This design comes from an exercise in tuning for small area, a short achievable clock period and few clock cycles per item on the open sky130 flow, not from production work. No functional check of the RTL was part of any run shown here.

==> flow/design.v (outline; a module is shown in full before it is edited, if it fits) <==
// module circular_alpha_mask_premultiply_unit: 1889 lines
module circular_alpha_mask_premultiply_unit (
  input  logic        clk,
  input  logic        rst_n,
  input  logic        cfg_we,
  input  logic [11:0] cfg_wdata,
  input  logic        in_valid,
  output logic        in_stall,
  input  logic [11:0] in_pos_x,
  input  logic [11:0] in_pos_y,
  input  logic [7:0]  in_blue_in,
  input  logic [7:0]  in_green_in,
  input  logic [7:0]  in_red_in,
  input  logic [7:0]  in_alpha_in,
  output logic        out_valid,
  input  logic        out_stall,
  output logic [7:0]  out_blue_out,
  output logic [7:0]  out_green_out,
  output logic [7:0]  out_red_out,
  output logic [7:0]  out_alpha_out,
  output logic [1:0]  out_region
);
  // ...
==> flow/run.sh <==
#!/bin/bash
# synth_recipe.tcl (not shown) runs the flow's synth.tcl, then flattens the netlist and writes it again
# the make line also repeats each setting of config.mk as NAME=value (left out here)
make -C /OpenROAD-flow-scripts/flow DESIGN_CONFIG=/design/flow/config.mk WORK_HOME=/design/flow/orfs CLKGATE_MAP_FILE= SYNTH_SCRIPT=/design/flow/synth_recipe.tcl finish
==> flow/config.mk <==
export PLATFORM = sky130hd
export DESIGN_NAME = circular_alpha_mask_premultiply_unit
export DESIGN_NICKNAME = circular_alpha_mask_premultiply_unit
export VERILOG_FILES = /design/flow/design.v
export SDC_FILE = /design/flow/constraint.sdc
export NUM_CORES = 4
export LEC_CHECK = 0
export CAP_MARGIN = 20
export CORE_MARGIN = 2
export CORE_UTILIZATION = 60
export SETUP_SLACK_MARGIN = 3.5
export SLEW_MARGIN = 20
==> flow/constraint.sdc <==
create_clock -name core_clock -period 7.5 [get_ports {clk}]
set_input_delay 1.5000 -clock core_clock [delete_from_list [all_inputs] [get_ports {clk}]]
set_output_delay 1.5000 -clock core_clock [all_outputs]
set_load 0.01 [all_outputs]
==> impl_metrics.json, run 1 <==
{
  "outcome": "finished clean",
  "instances_no_fill": 6936,
  "drtAntennaViolNets": 0,
  "synth_top_area_frac": 0.365,
  "final_period_minus_worst_setup_slack_ns": 4.50,
  "wl_met3_um": 5860,
  "hold_buffers": 0,
  "n_clock_buffer": 100,
  "vias_per_cell": 5.55,
  "area_delta_synth_final_pct": 15.9,
  "synthSimpleGateAreaFrac": 0.106,
  "finalSetupViolations": 0,
  "synth.mux.area_fraction": 0.0113,
  "layout_commonest_cell": "inv_1",
  "cp_num_buf_inv": 4,
  "fmaxAchievable_mhz": 222,
  "ys_seq_elements": 793,
  "detailedPlace.worstSlack_ns": 2.51,
  "slowest_delay_ns": 0.59,
  "gr-total-overflow": 0
}
==> run 2, diff against run 1 <==
--- a/flow/design.v
+++ b/flow/design.v
@@ -14,60 +14,47 @@
   output logic        out_valid,
   input  logic        out_stall,
   output logic [7:0]  out_blue_out,
   output logic [7:0]  out_green_out,
   output logic [7:0]  out_red_out,
   output logic [7:0]  out_alpha_out,
   output logic [1:0]  out_region
 );
-  localparam int NV = 12;
-  logic          busy;
+  localparam int NV = 11;
+  logic          run, kv, ov, busy;
   logic          en;
   logic [NV:1]   v;
   logic          inj1, inj2;
-  assign en        = !(v[NV] && out_stall);
-  assign in_stall  = !en || busy;
-  assign out_valid = v[NV];
+  assign en       = run;
   logic [11:0] size_r;
   logic [25:0] p2_r;        
   logic [25:0] p2n;
   logic [25:0] g_c;
   always_ff @(posedge clk) begin
     if (!rst_n)      size_r <= 12'd256;
     else if (cfg_we) size_r <= cfg_wdata;
   end
   always_ff @(posedge clk) begin
-    if (!rst_n)             p2_r <= 26'd62500;
+    if (!rst_n)             p2_r <= 26'd65536;
     else if (cfg_we)        p2_r <= 26'd0;
     else if (inj2 && en)    p2_r <= g_c;
   end
   assign p2n = ~p2_r;
-  logic [25:0] t6_r;
-  logic [16:0] c4_r, c2_r;
+  logic [16:0] t1_r, t2_r, t3_r, t4_r, t5_r, t6_r;
   logic [8:0]  shi_m1;
-  logic [11:0] sm1, sm2, sm3, sm4, sm5, sm6;
   always_ff @(posedge clk) begin
-    t6_r <= 26'({size_r, 3'b0} + {size_r, 2'b0}) - 26'd36;
-    c4_r <= 17'({size_r, 3'b0}) - 17'd32;
-    c2_r <= 17'({size_r, 2'b0}) - 17'd20;
+    t1_r <= {4'b0, size_r, 1'b0} - 17'd1;
+    t2_r <= {3'b0, size_r, 2'b0} - 17'd4;
+    t3_r <= {3'b0, size_r, 2'b0} + {4'b0, size_r, 1'b0} - 17'd9;
+    t4_r <= {2'b0, size_r, 3'b0} - 17'd16;
+    t5_r <= {2'b0, size_r, 3'b0} + {4'b0, size_r, 1'b0} - 17'd25;
+    t6_r <= {2'b0, size_r, 3'b0} + {3'b0, size_r, 2'b0} - 17'd36;
   end
   assign shi_m1 = size_r[11:3] - 9'd1;
-  function automatic logic [11:0] sminus(input logic [11:0] sz, input logic [8:0] hm1,
-                                         input logic [2:0] c);
-    logic [3:0] lo;
-    lo = {1'b0, sz[2:0]} - {1'b0, c};
-    sminus = {lo[3] ? hm1 : sz[11:3], lo[2:0]};
-  endfunction
-  assign sm1 = sminus(size_r, shi_m1, 3'd1);
-  assign sm2 = sminus(size_r, shi_m1, 3'd2);
-  assign sm3 = sminus(size_r, shi_m1, 3'd3);
-  assign sm4 = sminus(size_r, shi_m1, 3'd4);
-  assign sm5 = sminus(size_r, shi_m1, 3'd5);
-  assign sm6 = sminus(size_r, shi_m1, 3'd6);
   always_ff @(posedge clk) begin
     if (!rst_n)  v <= '0;
     else if (en) v <= {v[NV-1:1], in_valid && !busy};
   end
   always_ff @(posedge clk) begin
     if (!rst_n) begin
       inj1 <= 1'b0;
       inj2 <= 1'b0;
@@ -75,26 +62,24 @@
       inj1 <= cfg_we;
       inj2 <= inj1;
     end
   end
   logic [13:0] dxs_c, dys_c;
   logic [11:0] zx1, zy1;
   logic        sx1, sy1, far1;
   logic [31:0] pix1;
-  logic [12:0] cs_c;
   always_comb begin
     dxs_c = {1'b0, in_pos_x, 1'b1} - {2'b0, size_r};
     dys_c = {1'b0, in_pos_y, 1'b1} - {2'b0, size_r};
-    cs_c  = {1'b0, cfg_wdata} - 13'd6;
   end
   always_ff @(posedge clk) begin
     if (en) begin
-      zx1  <= cfg_we ? (cs_c[11:0] ^ {12{cs_c[12]}}) : (dxs_c[11:0] ^ {12{dxs_c[13]}});
-      sx1  <= cfg_we ? cs_c[12] : dxs_c[13];
+      zx1  <= cfg_we ? cfg_wdata : (dxs_c[11:0] ^ {12{dxs_c[13]}});
+      sx1  <= dxs_c[13] && !cfg_we;
       zy1  <= cfg_we ? 12'd0 : (dys_c[11:0] ^ {12{dys_c[13]}});
       sy1  <= dys_c[13] && !cfg_we;
       far1 <= (in_pos_x >= size_r) || (in_pos_y >= size_r);
       pix1 <= {in_blue_in, in_green_in, in_red_in, in_alpha_in};
     end
   end
   logic [25:0] sq_ra, sq_rb;
   logic sq_w1;
@@ -833,110 +818,80 @@
   always_ff @(posedge clk) begin
     if (en) begin
       ra2  <= sq_ra;
       rb2  <= sq_rb;
       far2 <= far1;
       pix2 <= pix1;
     end
   end
-  logic [25:0] o_s, o_c, om_c;
-  logic [16:0] a4_s, a4_c, a4_d, a2_s, a2_c, a2_d;
+  logic [16:0] rk1, rk2, rk3, rk4, rk5, rk6;
   logic [1:0]  reg_c;
-  logic [1:0]  ta_c;
-  logic [15:0] r1_c;
-  always_comb begin
-    o_s  = ra2 ^ rb2 ^ ~t6_r;
-    o_c  = {((ra2[24:0] & rb2[24:0]) | (~t6_r[24:0] & (ra2[24:0] ^ rb2[24:0]))), 1'b1};
-    om_c = o_s + o_c;
-    a4_s = ra2[16:0] ^ rb2[16:0] ^ ~c4_r;
-    a4_c = {((ra2[15:0] & rb2[15:0]) | (~c4_r[15:0] & (ra2[15:0] ^ rb2[15:0]))), 1'b1};
-    a4_d = a4_s + a4_c;
-    a2_s = ra2[16:0] ^ rb2[16:0] ^ ~c2_r;
-    a2_c = {((ra2[15:0] & rb2[15:0]) | (~c2_r[15:0] & (ra2[15:0] ^ rb2[15:0]))), 1'b1};
-    a2_d = a2_s + a2_c;
-    if (far2 || !om_c[25])  reg_c = 2'd0;
-    else if (!g_c[25])      reg_c = 2'd1;
-    else                    reg_c = 2'd2;
-    if (!a4_d[16])      begin ta_c = 2'd2; r1_c = a4_d[15:0]; end
-    else if (!a2_d[16]) begin ta_c = 2'd1; r1_c = a2_d[15:0]; end
-    else                begin ta_c = 2'd0; r1_c = g_c[15:0]; end
-  end
+  logic [2:0]  km_c;
+  logic [12:0] r_c;
+  logic [2:0]  klo_c;
+  logic [3:0]  ulo_c;
+  logic [11:0] u_c;
   assign g_c = ra2 + rb2;
-  logic [1:0]  reg3, ta3;
-  logic [15:0] r3;
+  always_comb begin
+    rk1 = t1_r + ra2[16:0] + rb2[16:0];
+    rk2 = t2_r + ra2[16:0] + rb2[16:0];
+    rk3 = t3_r + ra2[16:0] + rb2[16:0];
+    rk4 = t4_r + ra2[16:0] + rb2[16:0];
+    rk5 = t5_r + ra2[16:0] + rb2[16:0];
+    rk6 = t6_r + ra2[16:0] + rb2[16:0];
+    if (far2 || !g_c[25])                 reg_c = 2'd0;
+    else if ((&g_c[25:16]) && !rk6[16])   reg_c = 2'd1;
+    else                                  reg_c = 2'd2;
+    if (!rk1[16])      begin km_c = 3'd0; r_c = rk1[12:0]; end
+    else if (!rk2[16]) begin km_c = 3'd1; r_c = rk2[12:0]; end
+    else if (!rk3[16]) begin km_c = 3'd2; r_c = rk3[12:0]; end
+    else if (!rk4[16]) begin km_c = 3'd3; r_c = rk4[12:0]; end
+    else if (!rk5[16]) begin km_c = 3'd4; r_c = rk5[12:0]; end
+    else               begin km_c = 3'd5; r_c = rk6[12:0]; end
+    ulo_c = {1'b0, size_r[2:0]} - {1'b0, km_c} - 4'd1;
+    u_c   = {ulo_c[3] ? shi_m1 : size_r[11:3], ulo_c[2:0]};
+  end
+  logic [1:0]  reg3;
+  logic [2:0]  km3;
+  logic [12:0] r3;
+  logic [11:0] u3;
   logic [31:0] pix3;
   always_ff @(posedge clk) begin
     if (en) begin
       reg3 <= reg_c;
-      ta3  <= ta_c;
-      r3   <= r1_c;
+      km3  <= km_c;
+      r3   <= r_c;
+      u3   <= u_c;
       pix3 <= pix2;
     end
   end
-  logic [11:0] ua_c, ub_c;
-  logic [16:0] b_d;
-  logic [1:0]  reg4b;
-  logic [2:0]  km_c;
-  logic [12:0] r2_c;
-  logic [11:0] u_c;
-  always_comb begin
-    case (ta3)
-      2'd2:    begin ua_c = sm2; ub_c = sm1; end
-      2'd1:    begin ua_c = sm4; ub_c = sm3; end
-      default: begin ua_c = sm6; ub_c = sm5; end
-    endcase
-    b_d = {1'b0, r3} - {4'b0, ua_c, 1'b1};
-    if (!b_d[16]) begin
-      r2_c = b_d[12:0];
-      u_c  = ub_c;
-      km_c = 3'd4 - {ta3, 1'b0};
-    end else begin
-      r2_c = r3[12:0];
-      u_c  = ua_c;
-      km_c = 3'd5 - {ta3, 1'b0};
-    end
-  end
-  logic [1:0]  regb;
-  logic [2:0]  kmb;
-  logic [12:0] rb;
-  logic [11:0] ub;
-  logic [31:0] pixb;
-  always_ff @(posedge clk) begin
-    if (en) begin
-      regb <= reg3;
-      kmb  <= km_c;
-      rb   <= r2_c;
-      ub   <= u_c;
-      pixb <= pix3;
-    end
-  end
   logic [14:0] R4;  logic [13:0] Q4;
   logic [16:0] R5;  logic [15:0] Q5;
   logic [18:0] R6;  logic [17:0] Q6;
   logic [7:0]  f7;
   logic [2:0]  km4, km5, km6, km7;
   logic [1:0]  reg4, reg5, reg6, reg7;
   logic [31:0] pix4, pix5, pix6, pix7;
   logic [17:0] s1c1, s1c2, s1c3;
   logic [1:0]  s1d;
   logic [14:0] s1r;
   always_comb begin
-    s1c1 = {1'b0, rb, 4'b0} - {3'b0, ub, 3'b001};
-    s1c2 = {1'b0, rb, 4'b0} - {2'b0, ub, 4'b0100};
-    s1c3 = {1'b0, rb, 4'b0} - {2'b0, ub, 4'b0} - {3'b0, ub, 3'b0} - 18'd9;
+    s1c1 = {1'b0, r3, 4'b0} - {3'b0, u3, 3'b001};
+    s1c2 = {1'b0, r3, 4'b0} - {2'b0, u3, 4'b0100};
+    s1c3 = {1'b0, r3, 4'b0} - {2'b0, u3, 4'b0} - {3'b0, u3, 3'b0} - 18'd9;
     if (!s1c3[17])      begin s1d = 2'd3; s1r = s1c3[14:0]; end
     else if (!s1c2[17]) begin s1d = 2'd2; s1r = s1c2[14:0]; end
     else if (!s1c1[17]) begin s1d = 2'd1; s1r = s1c1[14:0]; end
-    else                begin s1d = 2'd0; s1r = {rb[10:0], 4'b0}; end
+    else                begin s1d = 2'd0; s1r = {r3[10:0], 4'b0}; end
   end
   always_ff @(posedge clk) begin
     if (en) begin
-      R4 <= s1r; Q4 <= {ub, s1d};
-      km4 <= kmb; reg4 <= regb; pix4 <= pixb;
+      R4 <= s1r; Q4 <= {u3, s1d};
+      km4 <= km3; reg4 <= reg3; pix4 <= pix3;
     end
   end
   logic [19:0] s2c1, s2c2, s2c3;
   logic [1:0]  s2d;
   logic [16:0] s2r;
   always_comb begin
     s2c1 = {1'b0, R4, 4'b0} - {3'b0, Q4, 3'b001};
     s2c2 = {1'b0, R4, 4'b0} - {2'b0, Q4, 4'b0100};
@@ -1280,61 +1235,164 @@
       an_ra8 <= an_ra;
       an_rb8 <= an_rb;
       reg8   <= reg7;
       pix8   <= pix7;
     end
   end
   logic [18:0] x_c;
   logic [9:0]  m9;
-  assign x_c = an_ra8 + an_rb8;
-  assign m9  = x_c[18:9];
   logic [1:0]  reg9;
   logic [31:0] pix9;
-  assign reg9 = reg8;
-  assign pix9 = pix8;
-  function automatic logic [1:0] mod3add(input logic [1:0] a, input logic [1:0] b);
-    case ({a, b})
-      4'b0000: mod3add = 2'd0;
-      4'b0001: mod3add = 2'd1;
-      4'b0010: mod3add = 2'd2;
-      4'b0100: mod3add = 2'd1;
-      4'b0101: mod3add = 2'd2;
-      4'b0110: mod3add = 2'd0;
-      4'b1000: mod3add = 2'd2;
-      4'b1001: mod3add = 2'd0;
-      4'b1010: mod3add = 2'd1;
-      default: mod3add = 2'd0;
-    endcase
-  endfunction
-  function automatic logic [7:0] div3(input logic [9:0] m);
-    logic [1:0] p  [0:9];
-    logic [1:0] np [0:9];
-    logic [1:0] hi;
-    for (int i = 0; i < 10; i++) p[i] = {1'b0, m[i]};
-    for (int d = 1; d < 10; d = d * 2) begin
-      for (int i = 0; i < 10; i++) begin
-        if (i + d <= 9) begin
-          hi = p[i + d];
-          if (d == 1) hi = {hi[0], hi[1]};    
-          np[i] = mod3add(hi, p[i]);
-        end else begin
-          np[i] = p[i];
-        end
-      end
-      for (int i = 0; i < 10; i++) p[i] = np[i];
+  assign x_c = an_ra8 + an_rb8;
+  always_ff @(posedge clk) begin
+    if (en) begin
+      m9   <= x_c[18:9];
+      reg9 <= reg8;
+      pix9 <= pix8;
     end
-    for (int i = 0; i < 8; i++) div3[i] = (p[i + 1] == 2'd2) || ((p[i + 1] == 2'd1) && m[i]);
-  endfunction
+  end
+  logic [19:0] m6_ra, m6_rb, q3_c;
+  logic m6_w1;
+  logic m6_w2;
+  assign m6_w1 = m9[0] ^ m9[2];
+  assign m6_w2 = m9[0] & m9[2];
+  logic m6_w3;
+  logic m6_w4;
+  assign m6_w3 = m9[1] ^ m9[3] ^ m9[5];
+  assign m6_w4 = (m9[1] & m9[3]) | (m9[5] & (m9[1] ^ m9[3]));
+  logic m6_w5;
+  logic m6_w6;
+  assign m6_w5 = m9[0] ^ m9[2] ^ m9[4];
+  assign m6_w6 = (m9[0] & m9[2]) | (m9[4] & (m9[0] ^ m9[2]));
+  logic m6_w7;
+  logic m6_w8;
+  assign m6_w7 = m9[6] ^ m9[8];
+  assign m6_w8 = m9[6] & m9[8];
+  logic m6_w9;
+  logic m6_w10;
+  assign m6_w9 = m9[1] ^ m9[3] ^ m9[5];
+  assign m6_w10 = (m9[1] & m9[3]) | (m9[5] & (m9[1] ^ m9[3]));
+  logic m6_w11;
+  logic m6_w12;
+  assign m6_w11 = m9[7] ^ m9[9];
+  assign m6_w12 = m9[7] & m9[9];
+  logic m6_w13;
+  logic m6_w14;
+  assign m6_w13 = m9[2] ^ m9[4] ^ m9[6];
+  assign m6_w14 = (m9[2] & m9[4]) | (m9[6] & (m9[2] ^ m9[4]));
+  logic m6_w15;
+  logic m6_w16;
+  assign m6_w15 = m9[3] ^ m9[5];
+  assign m6_w16 = m9[3] & m9[5];
+  logic m6_w17;
+  logic m6_w18;
+  assign m6_w17 = m9[0] ^ m9[2];
+  assign m6_w18 = m9[0] & m9[2];
+  logic m6_w19;
+  logic m6_w20;
+  assign m6_w19 = m9[1] ^ m9[3] ^ m9[5];
+  assign m6_w20 = (m9[1] & m9[3]) | (m9[5] & (m9[1] ^ m9[3]));
+  logic m6_w21;
+  logic m6_w22;
+  assign m6_w21 = m6_w1 ^ m9[4] ^ m9[6];
+  assign m6_w22 = (m6_w1 & m9[4]) | (m9[6] & (m6_w1 ^ m9[4]));
+  logic m6_w23;
+  logic m6_w24;
+  assign m6_w23 = m6_w3 ^ m9[7] ^ m9[8];
+  assign m6_w24 = (m6_w3 & m9[7]) | (m9[8] & (m6_w3 ^ m9[7]));
+  logic m6_w25;
+  logic m6_w26;
+  assign m6_w25 = m6_w5 ^ m6_w7 ^ m9[9];
+  assign m6_w26 = (m6_w5 & m6_w7) | (m9[9] & (m6_w5 ^ m6_w7));
+  logic m6_w27;
+  logic m6_w28;
+  assign m6_w27 = m6_w9 ^ m6_w11 ^ m6_w6;
+  assign m6_w28 = (m6_w9 & m6_w11) | (m6_w6 & (m6_w9 ^ m6_w11));
+  logic m6_w29;
+  logic m6_w30;
+  assign m6_w29 = m6_w13 ^ m9[8] ^ m6_w10;
+  assign m6_w30 = (m6_w13 & m9[8]) | (m6_w10 & (m6_w13 ^ m9[8]));
+  logic m6_w31;
+  logic m6_w32;
+  assign m6_w31 = m6_w15 ^ m9[7] ^ m9[9];
+  assign m6_w32 = (m6_w15 & m9[7]) | (m9[9] & (m6_w15 ^ m9[7]));
+  logic m6_w33;
+  logic m6_w34;
+  assign m6_w33 = m9[4] ^ m9[6] ^ m9[8];
+  assign m6_w34 = (m9[4] & m9[6]) | (m9[8] & (m9[4] ^ m9[6]));
+  logic m6_w35;
+  logic m6_w36;
+  assign m6_w35 = m9[5] ^ m9[7];
+  assign m6_w36 = m9[5] & m9[7];
+  logic m6_w37;
+  logic m6_w38;
+  assign m6_w37 = m9[0] ^ m9[2];
+  assign m6_w38 = m9[0] & m9[2];
+  logic m6_w39;
+  logic m6_w40;
+  assign m6_w39 = m9[1] ^ m9[3] ^ m9[4];
+  assign m6_w40 = (m9[1] & m9[3]) | (m9[4] & (m9[1] ^ m9[3]));
+  logic m6_w41;
+  logic m6_w42;
+  assign m6_w41 = m6_w17 ^ m9[4] ^ m9[5];
+  assign m6_w42 = (m6_w17 & m9[4]) | (m9[5] & (m6_w17 ^ m9[4]));
+  logic m6_w43;
+  logic m6_w44;
+  assign m6_w43 = m6_w19 ^ m9[6] ^ m6_w18;
+  assign m6_w44 = (m6_w19 & m9[6]) | (m6_w18 & (m6_w19 ^ m9[6]));
+  logic m6_w45;
+  logic m6_w46;
+  assign m6_w45 = m6_w21 ^ m9[7] ^ m6_w20;
+  assign m6_w46 = (m6_w21 & m9[7]) | (m6_w20 & (m6_w21 ^ m9[7]));
+  logic m6_w47;
+  logic m6_w48;
+  assign m6_w47 = m6_w23 ^ m6_w2 ^ m6_w22;
+  assign m6_w48 = (m6_w23 & m6_w2) | (m6_w22 & (m6_w23 ^ m6_w2));
+  logic m6_w49;
+  logic m6_w50;
+  assign m6_w49 = m6_w25 ^ m6_w4 ^ m6_w24;
+  assign m6_w50 = (m6_w25 & m6_w4) | (m6_w24 & (m6_w25 ^ m6_w4));
+  logic m6_w51;
+  logic m6_w52;
+  assign m6_w51 = m6_w27 ^ m6_w8 ^ m6_w26;
+  assign m6_w52 = (m6_w27 & m6_w8) | (m6_w26 & (m6_w27 ^ m6_w8));
+  logic m6_w53;
+  logic m6_w54;
+  assign m6_w53 = m6_w29 ^ m6_w12 ^ m6_w28;
+  assign m6_w54 = (m6_w29 & m6_w12) | (m6_w28 & (m6_w29 ^ m6_w12));
+  logic m6_w55;
+  logic m6_w56;
+  assign m6_w55 = m6_w31 ^ m6_w14 ^ m6_w30;
+  assign m6_w56 = (m6_w31 & m6_w14) | (m6_w30 & (m6_w31 ^ m6_w14));
+  logic m6_w57;
+  logic m6_w58;
+  assign m6_w57 = m6_w33 ^ m6_w16 ^ m6_w32;
+  assign m6_w58 = (m6_w33 & m6_w16) | (m6_w32 & (m6_w33 ^ m6_w16));
+  logic m6_w59;
+  logic m6_w60;
+  assign m6_w59 = m6_w35 ^ m9[9] ^ m6_w34;
+  assign m6_w60 = (m6_w35 & m9[9]) | (m6_w34 & (m6_w35 ^ m9[9]));
+  logic m6_w61;
+  logic m6_w62;
+  assign m6_w61 = m9[6] ^ m9[8] ^ m6_w36;
+  assign m6_w62 = (m9[6] & m9[8]) | (m6_w36 & (m9[6] ^ m9[8]));
+  logic m6_w63;
+  logic m6_w64;
+  assign m6_w63 = m9[7] ^ m9[9];
+  assign m6_w64 = m9[7] & m9[9];
+  assign m6_ra = {1'b0, m9[9], m9[8], m6_w63, m6_w61, m6_w59, m6_w57, m6_w55, m6_w53, m6_w51, m6_w49, m6_w47, m6_w45, m6_w43, m6_w41, m6_w39, m6_w37, m9[1], m9[0], m9[0]};
+  assign m6_rb = {1'b0, 1'b0, m6_w64, m6_w62, m6_w60, m6_w58, m6_w56, m6_w54, m6_w52, m6_w50, m6_w48, m6_w46, m6_w44, m6_w42, m6_w40, m6_w38, m9[3], m9[2], m9[1], 1'b0};
+  assign q3_c = m6_ra + m6_rb;
   logic [7:0]  al_c, al10;
   logic [1:0]  reg10;
   logic [23:0] col10;
   always_comb begin
     case (reg9)
-      2'd1:    al_c = div3(m9);
+      2'd1:    al_c = q3_c[18:11];
       2'd2:    al_c = pix9[7:0];
       default: al_c = 8'd0;
     endcase
   end
   always_ff @(posedge clk) begin
     if (en) begin
       al10  <= al_c;
       reg10 <= reg9;
@@ -1868,22 +1926,48 @@
       reg11 <= reg10;
     end
   end
   function automatic logic [7:0] div255(input logic [15:0] p);
     logic [8:0] lo;
     lo = {1'b0, p[7:0]} + {1'b0, p[15:8]} + 9'd1;
     div255 = p[15:8] + {7'd0, lo[8]};
   endfunction
+  logic [33:0] w_c, k_r;
+  logic        blocked;
+  assign w_c     = {div255(pb11), div255(pg11), div255(pr11), al11, reg11};
+  assign blocked = ov && out_stall;
+  always_ff @(posedge clk) begin
+    if (!rst_n) begin
+      ov  <= 1'b0;
+      kv  <= 1'b0;
+      run <= 1'b1;
+    end else if (!kv) begin
+      if (!blocked) begin
+        ov <= v[NV];
+      end else begin
+        kv  <= v[NV];
+        run <= !v[NV];
+      end
+    end else if (!blocked) begin
+      ov  <= 1'b1;
+      kv  <= 1'b0;
+      run <= 1'b1;
+    end
+  end
   always_ff @(posedge clk) begin
     if (!rst_n) busy <= 1'b0;
     else        busy <= cfg_we;
   end
   always_ff @(posedge clk) begin
-    if (en) begin
-      out_blue_out  <= div255(pb11);
-      out_green_out <= div255(pg11);
-      out_red_out   <= div255(pr11);
-      out_alpha_out <= al11;
-      out_region    <= reg11;
+    if (!rst_n) in_stall <= 1'b0;
+    else        in_stall <= cfg_we || (kv ? blocked : (blocked && v[NV]));
+  end
+  always_ff @(posedge clk) begin
+    if (!kv) begin
+      if (!blocked) {out_blue_out, out_green_out, out_red_out, out_alpha_out, out_region} <= w_c;
+      else          k_r <= w_c;
+    end else if (!blocked) begin
+      {out_blue_out, out_green_out, out_red_out, out_alpha_out, out_region} <= k_r;
     end
   end
+  assign out_valid = ov;
 endmodule
==> flow/config.mk (replaced) <==
export PLATFORM = sky130hd
export DESIGN_NAME = circular_alpha_mask_premultiply_unit
export DESIGN_NICKNAME = circular_alpha_mask_premultiply_unit
export VERILOG_FILES = /design/flow/design.v
export SDC_FILE = /design/flow/constraint.sdc
export NUM_CORES = 4
export LEC_CHECK = 0
export CAP_MARGIN = 20
export CORE_MARGIN = 2
export CORE_UTILIZATION = 40
export SETUP_SLACK_MARGIN = 2.5
export SLEW_MARGIN = 20
==> impl_metrics.json, run 2 <==
{
  "outcome": "finished clean",
  "avgRoutedWirePerCell_um": 18.3,
  "critical-path-slowest-cell": "fa_1",
  "finClkSkew_ns": 0.0611,
  "nets": 6706,
  "port_buffers": 108,
  "yosysSeqAreaShare": 0.396,
  "yosysMostFrequentCell": "inv_1",
  "cts_max_path_buffers": 3,
  "cts_root_buf": "clkbuf_16",
  "gr-total-overflow": 0,
  "synth_top_cell_by_area": "edfxtp_1",
  "cp_num_buf_inv": 3,
  "crit_type": "register to register",
  "cp-start-kind": "register",
  "yosysUniqueCellTypes": 86,
  "setup_ws_ns": 2.67,
  "dr.pass1.iters": 7,
  "relSlewSlack": 0.306,
  "drtAntennaViolNets": 0,
  "cts_tree": "done",
  "min_from": "pix4[9]",
  "drv_cap": 0,
  "syn_inst": 5336,
  "final_cell_mix": "745 x inv_1, 726 x edfxtp_1, 620 x ha_1, 492 x fa_1, 286 x nand2_1",
  "die_h_um": 395,
  "syn_area_um2": 61300,
  "wirelength_um": 140000,
  "cp-end-kind": "register",
  "synth_common_cells": "745 x inv_1, 726 x edfxtp_1, 622 x ha_1",
  "vias": 38900,
  "drive_gt1_frac": 0.0675,
  "finalSetupViolations": 0,
  "die_w_um": 395,
  "r2r-start": "ra2[5]",
  "area_delta_synth_final_pct": 12.6,
  "grt_pass1_wl_um": 221000,
  "synth_edf_count": 726,
  "hold_path_depth": 0,
  "slowest_delay_ns": 0.56,
  "initial_core_util": 0.403,
  "dpl_cell_area_um2": 64800,
  "ys_seq_elements": 849,
  "detailedPlace.worstSlack_ns": 1.68,
  "synthFlopType": "edfxtp_1",
  "path_cells": "buf_4, fa_1, ha_4, or3_1, nand4_1, o21ai_0, o41ai_2, o21ai_1, xnor2_2, buf_6, nor2b_1, o31a_1, ha_1, a21o_1, a21oi_4, buf_4, nand4_1, xnor2_1",
  "reg2reg_to": "u3[8]",
  "antenna_found_initial": 6,
  "hold_path_end": "pix5[9]",
  "dp_hpwl_um": 106000,
  "final_area_um2": 69000,
  "dieArea_um2": 156000,
  "cp_max_fo": 8,
  "synth_area_per_cell_um2": 11.5,
  "synth.area.top_cells": "edfxtp_1 36%, fa_1 16%, ha_1 13%, inv_1 4.6%, dfxtp_1 4.0%",
  "final_period_minus_worst_setup_slack_ns": 4.83,
  "grt.total_usage": 0.180,
  "clk_pin_slew_ns": 0.06,
  "hold_viol": 0,
  "rows": 143,
  "setup_tns_ns": 0,
  "core_area_um2": 152000,
  "layout_commonest_cell": "inv_1",
  "cp.required_ns": 7.94,
  "critPathArrivalTime_ns": 5.28,
  "largest_reg_flops": 34,
  "grt_pass1_vias": 39900,
  "synth_top_area_frac": 0.356,
  "clock_sinks": 849,
  "cts_max_level": 3,
  "rsz0062_at_grt": "true",
  "drc_errors": 0,
  "grt_max_degree": 185,
  "fin_crit_sh": 0.645,
  "drt_iter0_markers": 2434,
  "rrSetupSlack_ns": 2.67,
  "hold_buffers": 0,
  "gp_congestion": 0.916,
  "vias_per_cell": 5.10,
  "fmaxAchievable_mhz": 207,
  "ys_warn_count": 1,
  "holdWs_ns": 0.386,
  "tightest_slew_ns": 1.04,
  "slew_viol_final": 0,
  "insertion_delay_ns": 0.73,
  "fillers": 14000,
  "min_path_type": "register to register",
  "regMostFlops": "k_r",
  "reg2reg_depth": 18,
  "cts_buffers": 96,
  "path_delay_family": "compound AO/OA/AOI/OAI gates",
  "io_pins": 109,
  "ys_async_sr_fraction": 0
}
==> run 2: changes by cell type after synthesis, moves of 44 or more <==
| cell | delta |
|---|---|
| o21ai_0 | -44 |
| inv_1 | -112 |
| fa_1 | +59 |
| a21o_1 | +48 |
| mux2_2 | +62 |
| ha_1 | +48 |
| nand2_1 | -98 |
==> run 2: how the worst max path moves through the flow <==
| stage | startpoint | end | slack, ns | cells past startpoint |
|---|---|---|---|---|
| finish | ra2[5] | u3[8] | 2.67 | 18 |
| global route | al10[6] | pb11[15] | 2.46 | 15 |
| CTS | ra2[6] | u3[10] | 2.48 | 17 |
| detailed placement | ra2[5] | u3[10] | 1.68 | 17 |
| global placement | ra2[5] | u3[10] | 1.77 | 17 |
| floorplan | run | p2_r[13] | 1.70 | 6 |
==> run 2: routing by layer <==
metal | global-route usage | vias up | part of all wire
met2 | 0.286 | 791 | 0.45
met4 | 0.0581 | 6 | 0.030
li1 | - | 18700 | -
met1 | 0.250 | 19200 | 0.47
met5 | 0 | - | 0.00021
met3 | 0.0311 | 203 | 0.053
==> run 2: timing repair <==
item / 4_1_cts / 5_1_grt
pin swaps: 2 / 9
resized for setup: 8 / 20
buffers inserted: 22 / 30
endpoints found under the setup margin: 18 / 19
==> run 2: cell families (layout without fill, tap and decap cells) <==
| logic type | count (synthesis) | after routing | synth area share |
|---|---|---|---|
| XOR/XNOR | 318 | 318 | 0.0457 |
| AO/OA/AOI/OAI | 897 | 897 | 0.0965 |
| flip-flops | 849 | 849 | 0.396 |
| AND/OR/NAND/NOR | 1155 | 1155 | 0.0964 |
| other | 1 | 4 | 0.0000612 |
| adder cells (fa/ha/maj) | 1114 | 1114 | 0.288 |
| multiplexers | 143 | 143 | 0.0247 |
| buffers and inverters | 859 | 1123 | 0.0529 |
==> run 2: area by class of cell <==
type / instances / area (µm²) / area share
antenna: 2 / 5.00 / 0.0000725
sequential: 849 / 24300 / 0.352
inverter: 748 / 2810 / 0.0407
timing repair buffer: 195 / 1820 / 0.0263
clock buffer: 110 / 2510 / 0.0363
multi-input combinational: 3629 / 33900 / 0.492
tap: 2030 / 2540 / 0.0368
clock inverter: 70 / 1120 / 0.0162
==> run 2: worst register-to-register path, stage by stage, from the launching register on <==
cell and delay, ns:
edfxtp_1 0.42, buf_4 0.17, fa_1 0.56, ha_4 0.23, or3_1 0.38, nand4_1 0.12, o21ai_0 0.16, o41ai_2 0.45
o21ai_1 0.15, xnor2_2 0.23, buf_6 0.13, nor2b_1 0.03, o31a_1 0.39, ha_1 0.26, a21o_1 0.21, a21oi_4 0.24
buf_4 0.16, nand4_1 0.10, xnor2_1 0.17
==> run 2: per-stage QoR <==
stage	cells	util
2_1_floorplan	5337	-
3_3_place_gp	7399	0.426
3_5_place_dp	7399	0.426
4_1_cts	7601	0.451
5_1_grt	7631	0.454
6_report	7633	0.454
==> run 3, diff against run 2 <==
--- a/flow/config.mk
+++ b/flow/config.mk
@@ -9,4 +9,3 @@
 export CORE_MARGIN = 2
 export CORE_UTILIZATION = 40
-export SETUP_SLACK_MARGIN = 2.5
 export SLEW_MARGIN = 20
==> impl_metrics.json, run 3 <==
{
  "dr.pass1.iters": 5,
  "outcome": "finished clean",
  "io_pins": 109,
  "antenna_found_initial": 4,
  "cp-end-kind": "register",
  "hold_viol": 0,
  "drt_iter0_markers": 2269,
  "fillers": 14000,
  "grt_max_degree": 194,
  "synthFlopType": "edfxtp_1",
  "cts_max_path_buffers": 3,
  "rrSetupSlack_ns": 1.58,
  "multi_input_area_um2": 33800,
  "grt.total_usage": 0.178,
  "synth_common_cells": "745 x inv_1, 726 x edfxtp_1, 622 x ha_1",
  "rows": 143,
  "grt_use_met2": 0.291,
  "final_cell_mix": "745 x inv_1, 726 x edfxtp_1, 621 x ha_1, 492 x fa_1, 287 x nand2_1",
  "initial_core_util": 0.403,
  "port_buffers": 108,
  "synth_area_per_cell_um2": 11.5,
  "ys_warn_count": 1,
  "vias": 38600,
  "syn_area_um2": 61300,
  "critical-path-slowest-cell": "a2111oi_0",
  "r2r-start": "ra2[3]",
  "min_path_type": "register to register",
  "min_from": "pix6[2]",
  "relSlewSlack": 0.221,
  "crit_type": "register to register",
  "yosysUniqueCellTypes": 86,
  "wirelength_um": 138000,
  "dp_hpwl_um": 106000,
  "fmaxAchievable_mhz": 169,
  "yosysSeqAreaShare": 0.396,
  "cp.required_ns": 7.96,
  "setup_ws_ns": 1.58,
  "grt_pass1_vias": 39800,
  "synth.area.top_cells": "edfxtp_1 36%, fa_1 16%, ha_1 13%, inv_1 4.6%, dfxtp_1 4.0%",
  "synth_edf_count": 726,
  "synth_top_cell_by_area": "edfxtp_1",
  "tightest_slew_ns": 1.17,
  "drv_cap": 0,
  "grt_pass1_wl_um": 221000,
  "hold_path_end": "pix7[2]",
  "hold_buffers": 0,
  "drc_errors": 0,
  "cp_num_buf_inv": 0,
  "vias_per_cell": 5.09,
  "post-cts-setup-buffers": 0,
  "layout_commonest_cell": "inv_1",
  "cts_buffers": 98,
  "post_cts_resized": 0,
  "finalSetupViolations": 0,
  "cts_root_buf": "clkbuf_16",
  "path_cells": "fa_1, ha_1, o21ai_0, o21ai_1, a2111oi_0, or3_1, a21oi_1, nor3_2, o21ai_0, ha_1, a21o_1, a21oi_1, nand3_1, nor2_1, xnor2_1",
  "die_h_um": 395,
  "nets": 6653,
  "path_delay_family": "compound AO/OA/AOI/OAI gates",
  "regMostFlops": "k_r",
  "cts_max_level": 3,
  "gr-total-overflow": 0,
  "cp-start-kind": "register",
  "cp_max_fo": 11,
  "clk_pin_slew_ns": 0.07,
  "hold_path_depth": 0,
  "final_period_minus_worst_setup_slack_ns": 5.92,
  "avgRoutedWirePerCell_um": 18.2,
  "syn_inst": 5336,
  "dieArea_um2": 156000,
  "yosysMostFrequentCell": "inv_1",
  "clock_sinks": 849,
  "area_delta_synth_final_pct": 11.1,
  "regArea_um2": 24300,
  "drtAntennaViolNets": 0,
  "antenna_cells": 0,
  "setup_tns_ns": 0,
  "busiest_layer": "met2",
  "reg2reg_depth": 15,
  "rsz0062_at_grt": "false",
  "cts_tree": "done",
  "largest_reg_flops": 34,
  "ys_seq_elements": 849,
  "critPathArrivalTime_ns": 6.37,
  "detailedPlace.worstSlack_ns": 1.67,
  "fin_crit_sh": 0.789,
  "insertion_delay_ns": 0.73,
  "die_w_um": 395,
  "finClkSkew_ns": 0.0505,
  "drive_gt1_frac": 0.0560,
  "gp_congestion": 0.909,
  "slew_viol_final": 0,
  "core_area_um2": 152000,
  "slowest_delay_ns": 0.98,
  "ys_async_sr_fraction": 0,
  "grt_util_met1": 0.249,
  "grtUsageMet3": 0.0248,
  "reg2reg_to": "u3[10]",
  "synth_top_area_frac": 0.356
}
[run 3: stage by stage]
step / instance area [µm²] / cells / utilization / hold WS [ns]
2_1_floorplan: 61300 / 5337 / - / 0.400
3_3_place_gp: 64700 / 7396 / 0.426 / 0.400
5_1_grt: 68100 / 7581 / 0.448 / 0.392
4_1_cts: 68100 / 7581 / 0.448 / 0.379
3_5_place_dp: 64700 / 7396 / 0.426 / 0.405
6_report: 68100 / 7581 / 0.448 / 0.390
[run 3: worst max-delay path by stage]
stage,depth (start not counted),end,slack [ns],startpoint
2_1_floorplan,6,p2_r[22],1.39,run
3_3_place_gp,15,u3[10],1.79,ra2[2]
3_5_place_dp,16,u3[10],1.67,ra2[5]
4_1_cts,16,u3[10],1.63,ra2[5]
5_1_grt,15,u3[10],1.15,ra2[3]
6_report,15,u3[10],1.58,ra2[3]
[run 3: kinds of logic after synthesis]
| kind of cell | count (synthesis) | synth area share |
|---|---|---|
| and+or+nand+nor | 1155 | 0.0964 |
| adders and majority gates | 1114 | 0.288 |
| AOI/OAI and AO/OA | 897 | 0.0965 |
| buffers and inverters | 859 | 0.0529 |
| DFF | 849 | 0.396 |
| xor gates and xnor gates | 318 | 0.0457 |
| muxes | 143 | 0.0247 |
| other | 1 | 0.0000612 |
[run 3: layer usage]
layer,share of wire,vias to the layer above,routed length (µm)
met5,0,-,0
met4,0.021,0,2940
met3,0.049,186,6800
met2,0.46,818,63800
met1,0.47,19000,64200
li1,-,18600,-
[run 3: area by class of cell]
class | instances | share of cell area
clock inverters | 60 | 0.00922
clock buffers | 125 | 0.0399
repair buffers | 140 | 0.0197
inverters | 748 | 0.0412
multi-input cells | 3629 | 0.496
flip-flops and latches | 849 | 0.356
well taps | 2030 | 0.0373

==> re-timing with driven ports <==
The results above use ideal ports. As a check the final layouts listed here were re-extracted and re-timed, cells and wires unchanged. Step 1, drivers: a clkbuf_16 drives clk and a buf_2 each remaining input, both assumed. Step 2 times the ports against the registers' clock, not the clock port: input delays grow and output delays shrink by t, the midpoint of the rising clock arrivals with the driver on. Three values: no drivers, after step 1, after step 2; two values: the first two.
| run | t (ns) | slack for setup (ns) | cell pins on the clock port's net |
|---|---|---|---|
| run 1 | 0.738 | 2.996 / 2.996 / 2.951 | 1 |
| run 2 | 0.774 | 2.666 / 2.666 / 2.567 | 1 |
| run 3 | 0.781 | 1.583 / 1.583 / 1.583 | 1 |
After both steps every run listed still meets setup and hold. The setup slack of run 2, which loses most, moves by 0.000 ns with the drivers and by -0.099 ns with both steps.
